Source: an optimization exercise on an open RTL-to-GDS flow (aim: small area, a short achievable clock period and few clock cycles per item). Production flows keep margins and buffers that such runs may drop. Only simulation tests tie the RTL to the original design; equivalence was not proved.

## flow/design.v (module list and top-level ports; edited modules follow where they fit)
// module srpg_datapath: 185 lines
// module srpg_mac: 3627 lines
// module stepper_ramp_period_generator: 155 lines
module stepper_ramp_period_generator (
	input  wire logic        clk,
	input  wire logic        arst_n,
	input  wire logic        s_tvalid,
	output logic             s_tready,
	input  wire logic [31:0] s_tdata,    
	input  wire logic        s_tuser,    
	output logic             m_tvalid,
	input  wire logic        m_tready,
	output logic      [23:0] m_tdata,    
	output logic             m_tlast,    
	input  wire logic        cfg_we,
	input  wire logic [1:0]  cfg_index,
	input  wire logic [55:0] cfg_data
);
  // ...
==> flow/run.sh <==
#!/bin/bash
# synth_recipe.tcl (not shown) runs the flow's synth.tcl, then flattens the netlist and writes it again
# the make line also repeats each setting of config.mk as NAME=value (left out here)
make -C /OpenROAD-flow-scripts/flow DESIGN_CONFIG=/design/flow/config.mk WORK_HOME=/design/flow/orfs CLKGATE_MAP_FILE= SYNTH_SCRIPT=/design/flow/synth_recipe.tcl finish
==> flow/config.mk <==
export PLATFORM = sky130hd
export DESIGN_NAME = stepper_ramp_period_generator
export DESIGN_NICKNAME = stepper_ramp_period_generator
export VERILOG_FILES = /design/flow/design.v
export SDC_FILE = /design/flow/constraint.sdc
export NUM_CORES = 4
export LEC_CHECK = 0
export ABC_AREA = 1
export CAP_MARGIN = 20
export CORE_MARGIN = 2
export CORE_UTILIZATION = 40
export SLEW_MARGIN = 20
==> flow/constraint.sdc <==
create_clock -name core_clock -period 12.0 [get_ports {clk}]
set_input_delay 2.4000 -clock core_clock [delete_from_list [all_inputs] [get_ports {clk}]]
set_output_delay 2.4000 -clock core_clock [all_outputs]
set_load 0.01 [all_outputs]
==> flow_summary_export.csv, run 1 <==
group,metric,value,unit
die,die-area,0.163,sq mm
die,start_util,40.4,%
cells_and_area,fin_util,44.0,%
status,status,"no timing/DRC/antenna violations",
sta,skew,0.0388,ns
route,num_vias,72500,
yosys,synth_top_family_by_area,"simple AND/OR/NAND/NOR gates",
yosys,ys_seq_area_share,17.1,%
sta,timing.fmax,96.1,MHz
cells_and_area,final_cell_area,0.0698,sq mm
sta,slew_violations,0,
cells_and_area,clockBufferCount,80,
critical_path,cpMostUsedCell,"nand2_1",
die,io_pins,123,
global_routing,grt.busiest_layer,"met2",
critical_path,critPathBufInv,9,
route,route.met2.wl,160000,um
cells_and_area,num-nonclk-buffers,377,
cells_and_area,reg_top3,"u_dp.acc (65), u_dp.x (64), accel_m_q (56)",
clock_tree,cts-root-buf,"clkbuf_16",
cells_and_area,final_cell_mix,"nand2_1 (2,529), inv_1 (1,518), o21ai_0 (609)",
sta,fin_crit,10.40,ns
cells_and_area,largest_class,"multi-input gates",
global_routing,met1_usage,59.4,%
clock_tree,cts_setup_buffers,0,
cells_and_area,inv_count,1575,
hold_path,hp-class,"flop to flop",
sta,fin_crit_sh,86.7,%
cells_and_area,fillers,16900,
global_routing,grt_max_degree,96,
cells_and_area,num-nets-final,10400,
critical_path,timing.critical_path.to,"u_dp.op_b[5]",
clock_tree,cts-htree-levels,2,
global_routing,met2_usage,67.7,%
placed_design,dp_cells,11600,
Testbench counts, summed over its fixed seeds: cycles 95,558, items 21,940.
==> run 2: changes to the inputs <==
--- a/flow/config.mk
+++ b/flow/config.mk
@@ -9,4 +9,5 @@
 export CAP_MARGIN = 20
 export CORE_MARGIN = 2
 export CORE_UTILIZATION = 40
+export SETUP_SLACK_MARGIN = 5
 export SLEW_MARGIN = 20
==> run 2 against run 1 <==
Against the previous run: flip-flop and latch count did not move; global-route usage rose by 2.0 points; largest cell class unchanged; non-clock buffer count rose by 320; critical path type unchanged; clock-buffer cell count did not move; die area did not move; wire length rose by 4.6%.
==> flow_summary_export.csv, run 2 <==
group,metric,value,unit
route,first_pass_iters,13,
critical_path,cpMostUsedCell,"nand2_1",
yosys,yosysMostFrequentCell,"nand2_1",
cells_and_area,regMostFlops,"u_dp.acc",
yosys,synth_flop_cell,"dfrtp_1",
global_routing,grt_max_degree,96,
clock_tree,cts-root-buf,"clkbuf_16",
clock_tree,cts.sinks,452,
status,status,"no timing/DRC/antenna violations",
clock_tree,cts-htree-levels,2,
die,die-area,0.163,sq mm
die,die_w,404,um
sta,slew_violations,0,
route,num_vias,75800,
cells_and_area,largest_reg_flops,65,
clock_tree,cts.path.max_buffers,3,
critical_path,r2r-end,"u_dp.op_b[15]",
critical_path,start_kind,"flop",
global_routing,grt_pass1_wl,575000,um
yosys,synth_common_cells,"nand2_1 (2,534), inv_1 (1,538), o21ai_0 (613), nand3_1 (581), nor2_1 (557)",
route,drcViolationCount,0,
placed_design,portBuffers,117,
critical_path,required,12.44,ns
die,start_util,40.4,%
yosys,synth_edf_count,88,
cells_and_area,syn2layout_area_growth,23.4,%
sta,fin_crit_sh,65.0,%
cells_and_area,layout_commonest_cell,"nand2_1",
flow_run,drv_cap,0,
critical_path,crit_start,"u_dp.op_b[14]",
die,die_y,404,um
global_routing,overflow,0,
global_routing,antenna_found_initial,28,
clock_tree,path_clk_slew,0.06,ns
critical_path,cp_slowest_stage_delay,0.59,ns
sta,fin_crit,7.79,ns
critical_path,cp.depth,41,
critical_path,r2r_cells,41,
yosys,synth_area_leaders,"fa_1 (16%), nand2_1 (15%), inv_1 (9.0%), xor2_1 (7.1%), dfrtp_1 (7.0%)",
yosys,ys_seq_area_share,17.1,%
yosys,yosys.area.top_type,"fa_1",
sta,skew,0.0328,ns
sta,hold_violations,0,
yosys,synth_cell_types,59,
placed_design,globalplace.congestion,1.09,
cells_and_area,drive_gt1_share,17.4,%
critical_path,cpLargestDelayFamily,"adder cells",
placed_design,hpwl,308000,um
hold_path,hp-class,"flop to flop",
cells_and_area,num-nets-final,10700,
sta,rsz0062_at_grt,"yes",
critical_path,timing.critical_path.to,"u_dp.op_b[15]",
clock_tree,cts_tree,"yes",
route,wirelength,421000,um
critical_path,cp-end-kind,"flop",
global_routing,grt_pass1_vias,72400,
yosys,synth_seq_cells,452,
clock_tree,cts_hold_buf,0,
yosys,synthArstFlopShare,44.9,%
yosys,netlist_area,0.0641,sq mm
sta,timing.fmax,128,MHz
die,rows,146,
critical_path,cp_slowest_cell,"fa_2",
route,viasPerCell,6.31,
critical_path,arrival,8.24,ns
sta,slew_headroom,10.2,%
clock_tree,numCtsBuffers,58,
sta,setup_violations,0,
critical_path,r2r_slack,4.21,ns
cells_and_area,final_cell_mix,"nand2_1 (2,281), inv_1 (1,422), o21ai_0 (548)",
clock_tree,insertion_delay,0.73,ns
route,wl_per_cell,35.0,um
cells_and_area,reg_top3,"u_dp.acc (65), u_dp.x (64), accel_m_q (56)",
critical_path,critPathBufInv,7,
route,drt-initial-drc-count,11100,
yosys,synthCells,9691,
yosys,yosysTopAreaCellShare,16.1,%
die,io_pins,123,
critical_path,reg2reg_from,"u_dp.op_b[14]",
sta,tns,0,ns
die,core,0.159,sq mm
sta,worst_pin_slew,1.34,ns
global_routing,grt_usage,50.1,%
route,drtAntennaViolNets,0,
critical_path,crit_type,"flop to flop",
yosys,yosys_warnings,2,
critical_path,path_max_fanout,8,
yosys,syn_avg_cell_area,6.61,sq um
[run 2: cell counts after synthesis]
No cell type changed its count.
[run 2: cell families after synthesis]
group	share of synthesized area, %
buffers and inverters	13.0
and+or+nand+nor	25.0
muxes	0.258
xor gates and xnor gates	7.41
other	0.00585
adders and majority gates	20.4
DFF	17.1
AOI/OAI and AO/OA	16.7
[run 2: repair_timing]
| action | in CTS | in global routing |
|---|---|---|
| pin swaps | 265 | 165 |
| endpoints found under the setup margin | 115 | 92 |
| setup buffers | 247 | 57 |
| cloned | 17 | 6 |
| gates resized for setup | 1184 | 355 |
[run 2: stage by stage]
stage	utilization, %	worst slack (ns)	instances	hold WS, ns	instance area (sq um)
after floorplan	-	5.01	9695	0.443	64100
after global placement	42.6	1.94	11600	0.458	67600
after detailed placement	42.6	2.02	11600	0.463	67700
after CTS	48.6	4.47	11900	0.478	77100
after global routing	49.8	4.06	12000	0.535	79100
final	49.9	4.21	12000	0.478	79100
[run 2: layer usage]
layer	wire, um	share of wire, %	track usage [%]	vias up
met5	320	0.076	0.535	-
met3	60900	14	21.6	1753
met2	165000	39	69.2	6007
li1	-	-	-	31400
met4	43100	10	38.9	18
met1	152000	36	60.7	36600
[run 2: layout make-up]
| type | count | area (sq um) |
|---|---|---|
| fillers | 16100 | 79600 |
| multi-input cells | 7083 | 49900 |
| flip-flops and latches | 452 | 11000 |
| repair buffers | 697 | 7380 |
| inverters | 1575 | 6170 |
| well taps | 2072 | 2590 |
| clock buffers | 80 | 1710 |
| clock inverters | 29 | 369 |
| diodes | 16 | 40.0 |
| repair inverters | 3 | 20.0 |
[run 2: how the worst min path moves through the flow]
stage / startpoint / end / slack (ns) / cells past startpoint
CTS: accel_dist_q[0] / accel_dist_q[0] / 0.48 / 2
global placement: accel_dist_q[0] / accel_dist_q[0] / 0.46 / 2
detailed placement: accel_dist_q[0] / accel_dist_q[0] / 0.46 / 2
global route: accel_m_q[28] / accel_m_q[28] / 0.53 / 2
floorplan: accel_dist_q[0] / accel_dist_q[0] / 0.44 / 2
finish: accel_dist_q[0] / accel_dist_q[0] / 0.48 / 2
[run 2: tightest hold or removal path, cell delays in order (launching register included)]
cell	delay, ns
dfrtp_1	0.32
nand2_1	0.06
o21ai_0	0.06
==> module srpg_datapath, before the edit <==
module srpg_datapath (
	input  wire logic        clk,
	input  wire logic        arst_n,
	input  wire logic        restart,    
	input  wire logic        commit,     
	input  wire logic        park,       
	input  wire logic        spec_ok,    
	input  wire logic [31:0] spec_nx,    
	input  wire logic [31:0] p_nx,       
	input  wire logic        ramp_up,
	input  wire logic [31:0] period,
	input  wire logic [55:0] accel_m,
	output logic             ready,
	output logic [31:0]      r_fast,     
	output logic             r_fix,      
	output logic [31:0]      r_fixed     
);
	logic [ES_N-1:0] st, st_nx;
	logic [64:0]     acc, acc_nx;
	logic [63:0]     x, x_nx;
	logic [31:0]     op_a, op_b, op_a_nx, op_b_nx;
	logic            mhi, gen, fsat, big;
	logic            sv;    
	logic            mhi_nx;
	logic [31:0]     m0, m1;
	logic [63:0]     q;
	logic [64:0]     addend, mac, sq;
	logic            cin;
	logic            m1nz, pzero;
	logic            acc_en, go;
	assign m0    = accel_m[31:0];
	assign m1    = {8'b0, accel_m[55:32]};
	assign m1nz  = accel_m[55:32] != '0;
	assign pzero = period == '0;
	assign q  = mhi ? {acc[55:0], x[31:24]} : {23'b0, acc[64:24]};
	assign sq = ramp_up ? {~x, 1'b1} : {x, 1'b0};
	always_comb begin
		addend = '0;
		cin    = 1'b0;
		case (1'b1)
			st[ES_A1], st[ES_A3], st[ES_Q1], st[ES_R1]: addend = {32'b0, acc[64:32]};
			st[ES_A2], st[ES_Q2]: addend = acc;
			st[ES_F], st[ES_FA]: begin addend = sq; cin = ramp_up; end
			st[ES_FB]: addend = {{32{acc[64]}}, acc[64:32]};
			st[ES_R0]: addend = (gen || !acc[64]) ? {1'b0, period, 32'b0} : '0;
			default: ;
		endcase
	end
	srpg_mac u_mac (
		.a   (op_a),
		.b   (op_b),
		.c   (addend),
		.cin (cin),
		.y   (mac)
	);
	logic gsat, hnz;
	assign gsat = acc > 65'h1_FFFF_FFFD;
	assign hnz  = gen ? acc[64:1] != '0 : (!acc[64] && acc[63:33] != '0);
	assign go = restart || commit;
	always_comb begin
		st_nx = '0;
		if (go) begin
			if (park) begin
				st_nx[ES_RDY] = 1'b1;
			end else if (commit && st[ES_RDY] && sv && spec_ok) begin
				st_nx[ES_A0] = 1'b1;
			end else begin
				st_nx[ES_P2] = 1'b1;
			end
		end else begin
			case (1'b1)
				st[ES_RDY]: st_nx[ES_RDY] = 1'b1;
				st[ES_P2]: st_nx[ES_A0] = 1'b1;
				st[ES_A0]: st_nx[ES_A1] = 1'b1;
				st[ES_A1]: if (m1nz) st_nx[ES_A2] = 1'b1; else st_nx[ES_Q0] = 1'b1;
				st[ES_A2]: st_nx[ES_A3] = 1'b1;
				st[ES_A3]: st_nx[ES_Q0] = 1'b1;
				st[ES_Q0]: if (q[63:48] != '0) st_nx[ES_RDY] = 1'b1;
				           else if (q[63:32] != '0) st_nx[ES_Q1] = 1'b1;
				           else st_nx[ES_F] = 1'b1;
				st[ES_Q1]: st_nx[ES_Q2] = 1'b1;
				st[ES_Q2]: st_nx[ES_FA] = 1'b1;
				st[ES_F]:  st_nx[ES_R0] = 1'b1;
				st[ES_FA]: st_nx[ES_FB] = 1'b1;
				st[ES_FB]: st_nx[ES_R0] = 1'b1;
				st[ES_R0]: if (hnz && !(gen && gsat)) st_nx[ES_R1] = 1'b1; else st_nx[ES_RDY] = 1'b1;
				st[ES_R1]: st_nx[ES_RDY] = 1'b1;
				default:   st_nx[ES_RDY] = 1'b1;
			endcase
		end
	end
	assign acc_en = st[ES_RDY] ? commit : 1'b1;
	assign acc_nx = acc_en ? mac : acc;
	always_comb begin
		x_nx = x;
		if (!go) begin
			if (st[ES_A0] || st[ES_FA] || st[ES_R0]) x_nx = acc[63:0];
			if (st[ES_A3] || st[ES_FB]) x_nx[31:0] = acc[31:0];
			if (st[ES_Q0]) x_nx = q;
		end
	end
	assign mhi_nx = (st[ES_A1] || st[ES_A3]) ? st[ES_A3] : mhi;
	always_comb begin
		op_a_nx = op_a;
		op_b_nx = op_b;
		case (1'b1)
			st_nx[ES_RDY]: begin
				if (go) begin
					op_a_nx = spec_nx;
					op_b_nx = spec_nx;
				end else if (!st[ES_RDY]) begin
					op_a_nx = acc_nx[63:32];
					op_b_nx = acc_nx[63:32];
				end
			end
			st_nx[ES_P2]: begin op_a_nx = p_nx; op_b_nx = p_nx; end
			st_nx[ES_A0]: begin op_a_nx = acc_nx[31:0]; op_b_nx = m0; end
			st_nx[ES_A1]: begin op_a_nx = x_nx[63:32]; op_b_nx = m0; end
			st_nx[ES_A2]: begin op_a_nx = x_nx[31:0]; op_b_nx = m1; end
			st_nx[ES_A3]: begin op_a_nx = x_nx[63:32]; op_b_nx = m1; end
			st_nx[ES_Q0]: begin
				op_a_nx = mhi_nx ? {acc_nx[23:0], x_nx[31:24]} : acc_nx[55:24];
				op_b_nx = op_a_nx;
			end
			st_nx[ES_Q1]: begin op_a_nx = x_nx[31:0]; op_b_nx = {x_nx[62:32], 1'b0}; end
			st_nx[ES_Q2]: begin op_a_nx = {x_nx[47:32], 16'b0}; op_b_nx = op_a_nx; end
			st_nx[ES_F]:  begin op_a_nx = acc_nx[63:32]; op_b_nx = 32'd3; end
			st_nx[ES_FA]: begin op_a_nx = acc_nx[31:0]; op_b_nx = 32'd3; end
			st_nx[ES_FB]: begin op_a_nx = x_nx[63:32]; op_b_nx = 32'd3; end
			st_nx[ES_R0]: begin
				op_a_nx = st[ES_FB] ? {acc_nx[0], x_nx[31:1]} : acc_nx[32:1];
				op_b_nx = period;
			end
			st_nx[ES_R1]: begin
				op_a_nx = gen ? x_nx[32:1] : x_nx[63:33];
				op_b_nx = period;
			end
			default: ;
		endcase
	end
	assign ready  = st[ES_RDY];
	assign r_fast = acc[63:32];
	assign r_fix  = pzero || fsat || big || acc[64];
	always_comb begin
		if (pzero) begin
			r_fixed = '0;
		end else if (fsat || (big ? acc[64:32] != '0 : acc[64])) begin
			r_fixed = '1;
		end else begin
			r_fixed = acc[31:0];
		end
	end
	always_ff @(posedge clk or negedge arst_n) begin
		if (!arst_n) begin
			st <= ES_N'(1) << ES_RDY;
			sv <= 1'b0;
		end else begin
			st <= st_nx;
			if (go) begin
				sv <= park;
			end else if (st[ES_R0] || st[ES_R1]) begin
				sv <= 1'b1;
			end
		end
	end
	always_ff @(posedge clk) begin
		acc  <= acc_nx;
		x    <= x_nx;
		op_a <= op_a_nx;
		op_b <= op_b_nx;
		mhi  <= mhi_nx;
		if (!go) begin
			if (st[ES_Q0]) begin
				fsat <= q[63:48] != '0;
				gen  <= 1'b0;
			end
			if (st[ES_FA]) gen <= 1'b1;
			if (st[ES_R0]) begin
				big <= 1'b0;
				if (gen && gsat) fsat <= 1'b1;
			end
			if (st[ES_R1]) big <= 1'b1;
		end
	end
endmodule
==> module stepper_ramp_period_generator, before the edit <==
module stepper_ramp_period_generator (
	input  wire logic        clk,
	input  wire logic        arst_n,
	input  wire logic        s_tvalid,
	output logic             s_tready,
	input  wire logic [31:0] s_tdata,    
	input  wire logic        s_tuser,    
	output logic             m_tvalid,
	input  wire logic        m_tready,
	output logic      [23:0] m_tdata,    
	output logic             m_tlast,    
	input  wire logic        cfg_we,
	input  wire logic [1:0]  cfg_index,
	input  wire logic [55:0] cfg_data
);
	logic [15:0] base_q, target_q;
	logic [55:0] accel_m_q;
	logic [31:0] accel_dist_q;
	logic [31:0] steps_done_q, steps_left_q, period_q;
	logic [2:0]  phase_q;         
	logic        out_valid_q;
	logic [15:0] out_period_q;
	logic [2:0]  out_phase_q;
	logic        out_last_q;
	logic        accept, is_ramp, is_next, left_nz;
	logic [31:0] lo_bound, hi_bound, np, r_val, p_nx, spec_nx;
	logic        spec_ok, below, above;
	logic        eng_ready, r_fix;
	logic [31:0] r_fast, r_fixed;
	logic [31:0] done_nx, left_nx, dist_nx;
	logic [15:0] base_nx, target_nx;
	logic [2:0]  phase_nx;
	assign lo_bound = {target_q, 16'b0};
	assign hi_bound = {base_q, 16'b0};
	assign is_ramp  = phase_q == PH_UP || phase_q == PH_DOWN;
	assign left_nz  = steps_left_q != '0;
	assign s_tready = (!is_ramp || eng_ready) && (!out_valid_q || m_tready);
	assign accept   = s_tvalid && s_tready;
	assign is_next  = s_tuser;
	assign r_val = r_fix ? r_fixed : r_fast;
	assign below = r_val < lo_bound;
	assign above = r_val > hi_bound;
	always_comb begin
		if (phase_q == PH_CRUISE) begin
			np = lo_bound;
		end else if (is_ramp) begin
			np = below ? lo_bound : above ? hi_bound : r_val;
		end else begin
			np = hi_bound;
		end
	end
	assign spec_ok = !is_ramp || !(r_fix || below || above);
	always_comb begin
		done_nx   = steps_done_q;
		left_nx   = steps_left_q;
		dist_nx   = accel_dist_q;
		base_nx   = base_q;
		target_nx = target_q;
		if (accept) begin
			if (is_next) begin
				if (left_nz) begin
					done_nx = steps_done_q + 32'd1;
					left_nx = steps_left_q - 32'd1;
				end
			end else begin
				done_nx = '0;
				left_nx = s_tdata;
			end
		end else if (cfg_we) begin
			case (cfg_index)
				2'd0: base_nx   = cfg_data[15:0];
				2'd1: target_nx = cfg_data[15:0];
				2'd3: dist_nx   = cfg_data[31:0];
				default: ;
			endcase
		end
		if (done_nx == '0) begin
			phase_nx = PH_START;
		end else if (left_nx == '0) begin
			phase_nx = PH_END;
		end else if (done_nx <= dist_nx) begin
			phase_nx = PH_UP;
		end else if (left_nx <= dist_nx) begin
			phase_nx = PH_DOWN;
		end else begin
			phase_nx = PH_CRUISE;
		end
	end
	assign p_nx    = accept ? (is_next ? np : '0) : period_q;
	assign spec_nx = (phase_nx == PH_CRUISE) ? {target_nx, 16'b0} : {base_nx, 16'b0};
	srpg_datapath u_dp (
		.clk     (clk),
		.arst_n  (arst_n),
		.restart (cfg_we),
		.commit  (accept),
		.park    (!(phase_nx == PH_UP || phase_nx == PH_DOWN)),
		.spec_ok (spec_ok && is_next),
		.spec_nx (spec_nx),
		.p_nx    (p_nx),
		.ramp_up (phase_q == PH_UP),
		.period  (period_q),
		.accel_m (accel_m_q),
		.ready   (eng_ready),
		.r_fast  (r_fast),
		.r_fix   (r_fix),
		.r_fixed (r_fixed)
	);
	always_ff @(posedge clk or negedge arst_n) begin
		if (!arst_n) begin
			base_q       <= 16'hFFFF;
			target_q     <= 16'd1000;
			accel_m_q    <= '0;
			accel_dist_q <= '0;
		end else if (cfg_we) begin
			base_q       <= base_nx;
			target_q     <= target_nx;
			accel_dist_q <= dist_nx;
			if (cfg_index == 2'd2) begin
				accel_m_q <= cfg_data;
			end
		end
	end
	always_ff @(posedge clk or negedge arst_n) begin
		if (!arst_n) begin
			steps_done_q <= '0;
			steps_left_q <= '0;
			phase_q      <= PH_START;
			out_valid_q  <= 1'b0;
		end else begin
			if (accept) begin
				out_valid_q <= 1'b1;
			end else if (m_tready) begin
				out_valid_q <= 1'b0;
			end
			if (accept || cfg_we) begin
				phase_q <= phase_nx;
			end
			if (accept) begin
				steps_done_q <= done_nx;
				steps_left_q <= left_nx;
			end
		end
	end
	always_ff @(posedge clk) begin
		period_q <= p_nx;
		if (accept) begin
			out_period_q <= is_next ? np[31:16] : 16'd0;
			out_phase_q  <= is_next ? phase_q : PH_START;
			out_last_q   <= is_next ? (steps_left_q <= 32'd1) : (s_tdata == '0);
		end
	end
	assign m_tvalid = out_valid_q;
	assign m_tdata  = {5'b0, out_phase_q, out_period_q};
	assign m_tlast  = out_last_q;
endmodule
==> run 3: changes to the inputs <==
--- a/flow/design.v
+++ b/flow/design.v
@@ -33,7 +33,7 @@
 	input  wire logic        spec_ok,    
 	input  wire logic [31:0] spec_nx,    
 	input  wire logic [31:0] p_nx,       
-	input  wire logic        ramp_up,
+	input  wire logic        ramp_up,    
 	input  wire logic [31:0] period,
 	input  wire logic [55:0] accel_m,
 	output logic             ready,
@@ -59,7 +59,7 @@
 	assign m1nz  = accel_m[55:32] != '0;
 	assign pzero = period == '0;
 	assign q  = mhi ? {acc[55:0], x[31:24]} : {23'b0, acc[64:24]};
-	assign sq = ramp_up ? {~x, 1'b1} : {x, 1'b0};
+	assign sq = {x, ramp_up};
 	always_comb begin
 		addend = '0;
 		cin    = 1'b0;
@@ -122,7 +122,8 @@
 		if (!go) begin
 			if (st[ES_A0] || st[ES_FA] || st[ES_R0]) x_nx = acc[63:0];
 			if (st[ES_A3] || st[ES_FB]) x_nx[31:0] = acc[31:0];
-			if (st[ES_Q0]) x_nx = q;
+			if (st[ES_Q0]) x_nx = q ^ {64{ramp_up && q[63:32] == '0}};
+			if (st[ES_Q2]) x_nx = x ^ {64{ramp_up}};
 		end
 	end
 	assign mhi_nx = (st[ES_A1] || st[ES_A3]) ? st[ES_A3] : mhi;
@@ -3859,6 +3860,7 @@
 	logic [31:0] accel_dist_q;
 	logic [31:0] steps_done_q, steps_left_q, period_q;
 	logic [2:0]  phase_q;         
+	logic        up_q;            
 	logic        out_valid_q;
 	logic [15:0] out_period_q;
 	logic [2:0]  out_phase_q;
@@ -3938,7 +3940,7 @@
 		.spec_ok (spec_ok && is_next),
 		.spec_nx (spec_nx),
 		.p_nx    (p_nx),
-		.ramp_up (phase_q == PH_UP),
+		.ramp_up (up_q),
 		.period  (period_q),
 		.accel_m (accel_m_q),
 		.ready   (eng_ready),
@@ -3966,6 +3968,7 @@
 			steps_done_q <= '0;
 			steps_left_q <= '0;
 			phase_q      <= PH_START;
+			up_q         <= 1'b0;
 			out_valid_q  <= 1'b0;
 		end else begin
 			if (accept) begin
@@ -3975,6 +3978,7 @@
 			end
 			if (accept || cfg_we) begin
 				phase_q <= phase_nx;
+				up_q    <= phase_nx == PH_UP;
 			end
 			if (accept) begin
 				steps_done_q <= done_nx;
--- a/flow/config.mk
+++ b/flow/config.mk
@@ -8,6 +8,7 @@
 export ABC_AREA = 1
 export CAP_MARGIN = 20
 export CORE_MARGIN = 2
-export CORE_UTILIZATION = 40
+export CORE_UTILIZATION = 60
+export PLACE_DENSITY = 0.75
 export SETUP_SLACK_MARGIN = 5
 export SLEW_MARGIN = 20
==> run 3 against run 2 <==
Against the previous run: the run now fails in global routing (5_1_grt); area after synthesis decreased by 0.95%; synthesized cell count decreased by 2.6%.
==> flow_summary_export.csv, run 3 <==
group,metric,value,unit
status,status,"stopped before the end",
status,lastStage,"global routing (5_1_grt)",
status,firstError,"[ERROR GRT-0116] Global routing finished with congestion. Check the congestion regions in the DRC Viewer.",
clock_tree,cts.sinks,453,
die,die_y,329,um
clock_tree,numCtsBuffers,57,
placed_design,portBuffers,117,
yosys,ys_seq_area_share,17.3,%
clock_tree,cts.path.max_buffers,3,
yosys,syn_avg_cell_area,6.73,sq um
die,die_w,329,um
placed_design,globalplace.congestion,1.33,
placed_design,hpwl,251000,um
yosys,synthArstFlopShare,45.0,%
clock_tree,cts-htree-levels,2,
yosys,synth_flop_cell,"dfrtp_1",
yosys,yosysMostFrequentCell,"nand2_1",
die,start_util,60.4,%
yosys,yosys_warnings,2,
yosys,synth_area_leaders,"fa_1 (16%), nand2_1 (14%), inv_1 (9.2%), xor2_1 (7.7%), dfrtp_1 (7.1%)",
yosys,yosys.area.top_type,"fa_1",
yosys,synth_cell_types,68,
yosys,synth_seq_cells,453,
clock_tree,cts-root-buf,"clkbuf_16",
yosys,synthCells,9440,
yosys,synth_common_cells,"nand2_1 (2,287), inv_1 (1,556), o21ai_0 (654), xor2_1 (557), o22ai_1 (554)",
global_routing,grt_max_degree,81,
die,io_pins,123,
die,rows,119,
yosys,yosysTopAreaCellShare,16.2,%
yosys,synth_edf_count,88,
yosys,netlist_area,0.0635,sq mm
-- run 3: cell types whose count changed after synthesis, moves of 26 or more --
| cell | before | now |
|---|---|---|
| nand2_1 | 2534 | 2287 |
| a21oi_1 | 429 | 489 |
| xor2_1 | 519 | 557 |
| nand3b_1 | 34 | 8 |
| nand3_1 | 581 | 413 |
| nor2_1 | 557 | 499 |
| o22ai_1 | 524 | 554 |
| o21ai_0 | 613 | 654 |
-- run 3: timing repair --
item,in CTS
endpoints found under the setup margin,119
hold endpoints to repair,0
pin swaps,241
hold buffers,0
setup buffers,227
resized for setup,920
cloned,20
-- run 3: metrics by stage --
step	setup slack (ns)	area [sq um]	hold WS, ns	instances
3_3_place_gp	2.61	65800	0.458	10600
4_1_cts	4.39	73800	0.486	10900
3_5_place_dp	2.54	65800	0.467	10600
2_1_floorplan	4.99	63500	0.443	9444
-- run 3: worst max path at each step --
| stage | startpoint | to | slack (ns) | cells after the start |
|---|---|---|---|---|
| after CTS | u_dp.op_b[3] | u_dp.op_a[19] | 4.39 | 41 |
| after detailed placement | u_dp.op_b[19] | u_dp.op_a[13] | 2.54 | 43 |
| after floorplan | u_dp.op_b[9] | u_dp.op_a[14] | 4.99 | 42 |
| after global placement | m_tready | u_dp.op_a[24] | 2.61 | 29 |
-- run 3: cells by family after synthesis --
logic type / Yosys count / synth area share [%]
and+or+nand+nor: 3467 / 22.5
muxes: 33 / 0.583
AOI/OAI and AO/OA: 1991 / 17.8
DFF: 453 / 17.3
other: 1 / 0.00591
buffers and inverters: 2171 / 13.1
adders and majority gates: 739 / 20.6
xor gates and xnor gates: 585 / 8.07
Testbench counts of run 3, summed over its fixed seeds: cycles 95,558, items 21,940.
==> run 4: changes to the inputs <==
--- a/flow/design.v
+++ b/flow/design.v
@@ -19,7 +19,9 @@
 	localparam int ES_FB  = 11;   
 	localparam int ES_R0  = 12;   
 	localparam int ES_R1  = 13;   
-	localparam int ES_N   = 14;
+	localparam int ES_QL  = 14;   
+	localparam int ES_RL  = 15;   
+	localparam int ES_N   = 16;
 endpackage
 `default_nettype wire
 `default_nettype none
@@ -100,7 +102,8 @@
 				st[ES_A0]: st_nx[ES_A1] = 1'b1;
 				st[ES_A1]: if (m1nz) st_nx[ES_A2] = 1'b1; else st_nx[ES_Q0] = 1'b1;
 				st[ES_A2]: st_nx[ES_A3] = 1'b1;
-				st[ES_A3]: st_nx[ES_Q0] = 1'b1;
+				st[ES_A3]: st_nx[ES_QL] = 1'b1;
+				st[ES_QL]: st_nx[ES_Q0] = 1'b1;
 				st[ES_Q0]: if (q[63:48] != '0) st_nx[ES_RDY] = 1'b1;
 				           else if (q[63:32] != '0) st_nx[ES_Q1] = 1'b1;
 				           else st_nx[ES_F] = 1'b1;
@@ -108,14 +111,15 @@
 				st[ES_Q2]: st_nx[ES_FA] = 1'b1;
 				st[ES_F]:  st_nx[ES_R0] = 1'b1;
 				st[ES_FA]: st_nx[ES_FB] = 1'b1;
-				st[ES_FB]: st_nx[ES_R0] = 1'b1;
+				st[ES_FB]: st_nx[ES_RL] = 1'b1;
+				st[ES_RL]: st_nx[ES_R0] = 1'b1;
 				st[ES_R0]: if (hnz && !(gen && gsat)) st_nx[ES_R1] = 1'b1; else st_nx[ES_RDY] = 1'b1;
 				st[ES_R1]: st_nx[ES_RDY] = 1'b1;
 				default:   st_nx[ES_RDY] = 1'b1;
 			endcase
 		end
 	end
-	assign acc_en = st[ES_RDY] ? commit : 1'b1;
+	assign acc_en = st[ES_RDY] ? commit : !(st[ES_QL] || st[ES_RL]);
 	assign acc_nx = acc_en ? mac : acc;
 	always_comb begin
 		x_nx = x;
@@ -127,44 +131,58 @@
 		end
 	end
 	assign mhi_nx = (st[ES_A1] || st[ES_A3]) ? st[ES_A3] : mhi;
+	logic [31:0] early_a, early_b;
+	logic        s_lo, s_q, s_hi, s_f0, s_early;
+	assign s_lo    = st_nx[ES_A0] || st_nx[ES_FA];
+	assign s_q     = st_nx[ES_Q0] && !st[ES_QL];
+	assign s_hi    = st_nx[ES_F] || (!go && st_nx[ES_RDY] && (st[ES_R0] || st[ES_R1]));
+	assign s_f0    = st_nx[ES_R0] && st[ES_F];
+	assign s_early = !(s_lo || s_q || s_hi || s_f0);
 	always_comb begin
-		op_a_nx = op_a;
-		op_b_nx = op_b;
-		case (1'b1)
-			st_nx[ES_RDY]: begin
-				if (go) begin
-					op_a_nx = spec_nx;
-					op_b_nx = spec_nx;
-				end else if (!st[ES_RDY]) begin
-					op_a_nx = acc_nx[63:32];
-					op_b_nx = acc_nx[63:32];
-				end
-			end
-			st_nx[ES_P2]: begin op_a_nx = p_nx; op_b_nx = p_nx; end
-			st_nx[ES_A0]: begin op_a_nx = acc_nx[31:0]; op_b_nx = m0; end
-			st_nx[ES_A1]: begin op_a_nx = x_nx[63:32]; op_b_nx = m0; end
-			st_nx[ES_A2]: begin op_a_nx = x_nx[31:0]; op_b_nx = m1; end
-			st_nx[ES_A3]: begin op_a_nx = x_nx[63:32]; op_b_nx = m1; end
-			st_nx[ES_Q0]: begin
-				op_a_nx = mhi_nx ? {acc_nx[23:0], x_nx[31:24]} : acc_nx[55:24];
-				op_b_nx = op_a_nx;
-			end
-			st_nx[ES_Q1]: begin op_a_nx = x_nx[31:0]; op_b_nx = {x_nx[62:32], 1'b0}; end
-			st_nx[ES_Q2]: begin op_a_nx = {x_nx[47:32], 16'b0}; op_b_nx = op_a_nx; end
-			st_nx[ES_F]:  begin op_a_nx = acc_nx[63:32]; op_b_nx = 32'd3; end
-			st_nx[ES_FA]: begin op_a_nx = acc_nx[31:0]; op_b_nx = 32'd3; end
-			st_nx[ES_FB]: begin op_a_nx = x_nx[63:32]; op_b_nx = 32'd3; end
-			st_nx[ES_R0]: begin
-				op_a_nx = st[ES_FB] ? {acc_nx[0], x_nx[31:1]} : acc_nx[32:1];
-				op_b_nx = period;
-			end
-			st_nx[ES_R1]: begin
-				op_a_nx = gen ? x_nx[32:1] : x_nx[63:33];
-				op_b_nx = period;
+		early_a = '0;
+		early_b = '0;
+		if (go) begin
+			if (st_nx[ES_RDY]) begin
+				early_a = spec_nx;
+				early_b = spec_nx;
+			end else if (st_nx[ES_P2]) begin
+				early_a = p_nx;
+				early_b = p_nx;
+			end else begin
+				early_b = m0;      
 			end
-			default: ;
-		endcase
+		end else begin
+			case (1'b1)
+				st[ES_RDY]: begin early_a = op_a; early_b = op_b; end
+				st[ES_P2]:  early_b = m0;
+				st[ES_A0]:  begin early_a = acc[63:32]; early_b = m0; end
+				st[ES_A1]:  begin
+					if (m1nz) begin early_a = x[31:0]; early_b = m1; end
+					else early_b = '0;    
+				end
+				st[ES_A2]:  begin early_a = x[63:32]; early_b = m1; end
+				st[ES_A3]:  ;             
+				st[ES_QL]:  begin early_a = q[31:0]; early_b = q[31:0]; end
+				st[ES_Q0]:  begin
+					if (q[63:48] != '0) ;               
+					else if (q[63:32] != '0) begin early_a = q[31:0]; early_b = {q[62:32], 1'b0}; end
+					else early_b = 32'd3;                
+				end
+				st[ES_Q1]:  begin early_a = {x[47:32], 16'b0}; early_b = {x[47:32], 16'b0}; end
+				st[ES_Q2]:  early_b = 32'd3;             
+				st[ES_FA]:  begin early_a = acc[63:32]; early_b = 32'd3; end
+				st[ES_FB]:  ;                            
+				st[ES_RL]:  begin early_a = {acc[0], x[31:1]}; early_b = period; end
+				st[ES_F]:   early_b = period;            
+				st[ES_R0]:  begin early_a = gen ? acc[32:1] : acc[63:33]; early_b = period; end
+				default: ;
+			endcase
+		end
 	end
+	assign op_a_nx = ({32{s_early}} & early_a) | ({32{s_lo}} & mac[31:0]) | ({32{s_q}} & mac[55:24])
+	               | ({32{s_hi}} & mac[63:32]) | ({32{s_f0}} & mac[32:1]);
+	assign op_b_nx = ({32{!(s_q || (s_hi && !st_nx[ES_F]))}} & early_b) | ({32{s_q}} & mac[55:24])
+	               | ({32{s_hi && !st_nx[ES_F]}} & mac[63:32]);
 	assign ready  = st[ES_RDY];
 	assign r_fast = acc[63:32];
 	assign r_fix  = pzero || fsat || big || acc[64];
--- a/flow/config.mk
+++ b/flow/config.mk
@@ -8,7 +8,6 @@
 export ABC_AREA = 1
 export CAP_MARGIN = 20
 export CORE_MARGIN = 2
-export CORE_UTILIZATION = 60
-export PLACE_DENSITY = 0.75
+export CORE_UTILIZATION = 40
 export SETUP_SLACK_MARGIN = 5
 export SLEW_MARGIN = 20
==> run 4 against run 3 <==
Against the previous run: the run now finishes clean; area after synthesis down 3.4%; synthesized cell count fell by 10%.
==> flow_summary_export.csv, run 4 <==
group,metric,value,unit
status,status,"no timing/DRC/antenna violations",
cells_and_area,fin_util,48.3,%
global_routing,grt_usage,42.1,%
yosys,synth_seq_cells,455,
critical_path,cp_slowest_stage_delay,0.83,ns
global_routing,antenna_found_initial,19,
placed_design,globalplace.congestion,1.09,
yosys,synth_cell_types,70,
yosys,ys_seq_area_share,19.1,%
yosys,synth_common_cells,"inv_1 (1,474), nand2_1 (1,463), xor2_1 (602), o21ai_0 (590), o22ai_1 (535)",
route,drcViolationCount,0,
critical_path,arrival,7.87,ns
clock_tree,cts.path.max_buffers,3,
yosys,synth_flop_cell,"dfrtp_1",
cells_and_area,num-nets-final,9404,
clock_tree,cts_tree,"yes",
critical_path,path_max_fanout,19,
cells_and_area,layout_commonest_cell,"nand2_1",
sta,timing.fmax,137,MHz
sta,fin_crit_sh,60.8,%
clock_tree,insertion_delay,0.73,ns
clock_tree,cts-htree-levels,2,
die,die-area,0.157,sq mm
yosys,synthCells,8489,
yosys,yosysMostFrequentCell,"inv_1",
placed_design,place_ws,2.91,ns
sta,fin_crit,7.29,ns
yosys,syn_avg_cell_area,7.23,sq um
die,die_w,396,um
clock_tree,cts.sinks,455,
sta,hold_violations,0,
die,die_y,396,um
yosys,synth_area_leaders,"fa_1 (17%), inv_1 (9.0%), nand2_1 (9.0%), xor2_1 (8.6%), edfxtp_1 (7.5%)",
yosys,yosys_warnings,2,
hold_path,hp-class,"flop to flop",
cells_and_area,fillers,15200,
global_routing,grt_pass1_vias,64000,
critical_path,cpLargestDelayFamily,"compound AO/OA/AOI/OAI gates",
clock_tree,path_clk_slew,0.06,ns
cells_and_area,regMostFlops,"u_dp.acc",
yosys,synth_edf_count,153,
yosys,yosysTopAreaCellShare,16.8,%
clock_tree,numCtsBuffers,59,
placed_design,hpwl,247000,um
flow_run,drv_cap,0,
die,io_pins,123,
route,drt-initial-drc-count,10100,
critical_path,cp-end-kind,"flop",
global_routing,grt_pass1_wl,477000,um
critical_path,start_kind,"flop",
die,start_util,40.3,%
cells_and_area,seq_area,0.0118,sq mm
die,core,0.152,sq mm
yosys,synthArstFlopShare,45.3,%
cells_and_area,drive_gt1_share,14.0,%
cells_and_area,multi_input_area,0.0446,sq mm
route,viasPerCell,6.34,
sta,slew_headroom,17.3,%
route,drtAntennaViolNets,0,
critical_path,cp_slowest_cell,"a211oi_1",
sta,skew,0.0828,ns
critical_path,r2r_slack,4.71,ns
cells_and_area,reg_top3,"u_dp.acc (65), u_dp.x (64), accel_m_q (56)",
die,rows,143,
route,num_vias,67600,
sta,worst_pin_slew,1.23,ns
yosys,yosys.area.top_type,"fa_1",
cells_and_area,final_cell_mix,"nand2_1 (1,419), inv_1 (1,392), xor2_1 (566)",
cells_and_area,syn2layout_area_growth,19.7,%
sta,worst_slack,4.71,ns
global_routing,grt_max_degree,111,
critical_path,crit_type,"flop to flop",
sta,setup_violations,0,
critical_path,required,12.58,ns
global_routing,overflow,0,
cells_and_area,largest_reg_flops,65,
placed_design,portBuffers,117,
critical_path,critPathBufInv,11,
clock_tree,cts_hold_buf,0,
route,wirelength,351000,um
clock_tree,cts-root-buf,"clkbuf_16",
sta,slew_violations,0,
sta,tns,0,ns
sta,rsz0062_at_grt,"yes",
yosys,netlist_area,0.0613,sq mm
route,wl_per_cell,32.9,um
route,first_pass_iters,8,
run 4: changes by cell type after synthesis, sizes merged, moves of 42 or more:
| cell | previous run | this run |
|---|---|---|
| o221ai | 7 | 49 |
| nor2 | 514 | 446 |
| xor2 | 557 | 602 |
| nand3 | 417 | 333 |
| inv | 1589 | 1496 |
| o21ai | 704 | 618 |
| o2111ai | 3 | 56 |
| nand2 | 2298 | 1471 |
| dfxtp | 161 | 96 |
| edfxtp | 88 | 153 |
run 4: worst reg2reg max path: cells and delay by family (launching register included):
kind	cells	cell delay [ns]
flip-flops	1	0.40
XOR/XNOR	1	0.09
AND/OR/NAND/NOR	3	0.39
buffers and inverters	11	1.60
adder cells (fa/ha/maj)	6	2.34
AO/OA/AOI/OAI	10	2.36
run 4: layout make-up:
cell class | count | share of cell area, %
Timing Repair Buffer | 582 | 8.89
Tap cell | 2030 | 3.46
Sequential cell | 455 | 16.0
Clock buffer | 76 | 2.24
Timing Repair inverter | 1 | 0.0102
Multi-Input combinational cell | 5965 | 60.8
Antenna cell | 16 | 0.0545
Inverter | 1506 | 7.94
Clock inverter | 36 | 0.539
run 4: stage by stage:
| step | hold WS [ns] | area, sq um | instances |
|---|---|---|---|
| 2_1_floorplan | 0.443 | 61400 | 8493 |
| 3_3_place_gp | 0.460 | 64400 | 10300 |
| 3_5_place_dp | 0.478 | 64400 | 10300 |
| 4_1_cts | 0.494 | 70100 | 10500 |
| 5_1_grt | 0.537 | 73400 | 10700 |
| 6_report | 0.491 | 73400 | 10700 |
run 4: timing repair:
item | in CTS | in global routing
gates cloned | 18 | 25
resized for setup | 491 | 418
pin swaps | 85 | 98
setup endpoints to repair | 129 | 103
buffers inserted | 125 | 107
run 4: worst paths after layout:
kind                          startpoint                to  depth (start not counted)
max in group asynchronous         arst_n       u_dp.st[11]                          3
min                        accel_m_q[31]     accel_m_q[31]                          2
min in group asynchronous         arst_n  steps_done_q[31]                          1
max reg2reg                 u_dp.acc[64]     u_dp.op_a[31]                         31
min reg2reg                accel_m_q[31]     accel_m_q[31]                          2
max                         u_dp.acc[64]     u_dp.op_a[31]                         31
run 4: logic make-up (layout without fill, tap and decap cells):
family / count (synthesis) / count (layout) / synth area share, %
compound gates: 2082 / 2083 / 20.0
other cells: 1 / 21 / 0.00611
fa+ha+maj: 740 / 740 / 21.4
buf+inv: 2077 / 2201 / 12.9
flops: 455 / 455 / 19.1
simple gates: 2459 / 2462 / 16.8
mux: 30 / 30 / 0.538
xor+xnor: 645 / 645 / 9.21
run 4: layer usage:
layer	part of all wire [%]	GRT usage, %
met3	14	14.6
met1	36	52.1
met4	9.7	30.0
met5	0.094	0.862
met2	40	60.8
Testbench counts of run 4, summed over its fixed seeds: cycles 95,558, items 21,940.

## re-timing with driven ports
No port has a modelled driver above. Below, the same layouts with a new extraction and two added sets of constraints.
Step 1 assumes that a clkbuf_16 drives the clock port and a buf_2 every other input.
Step 2 also shifts input and output timing later by t, the mid clock arrival at the registers, as if the neighbouring blocks saw the same clock.
a / b / c = ideal ports / drivers / drivers and shift; a / b = the first two.
| run | t (ns) | setup slack, ns | latest minus earliest clock arrival (ns) | worst data-port slew with drivers (ns) |
|---|---|---|---|---|
| run 1 | 0.780 | 1.596 / 1.596 / 1.596 | 0.039 / 0.039 | 0.09 |
| run 2 | 0.788 | 4.205 / 4.205 / 3.883 | 0.033 / 0.033 | 0.09 |
| run 4 | 0.775 | 4.708 / 4.708 / 4.541 | 0.083 / 0.083 | 0.05 |
After both steps setup and hold are still met in every run listed. For run 2, which loses most, drivers alone change the setup slack by 0.000 ns; drivers and shift together by -0.322 ns.
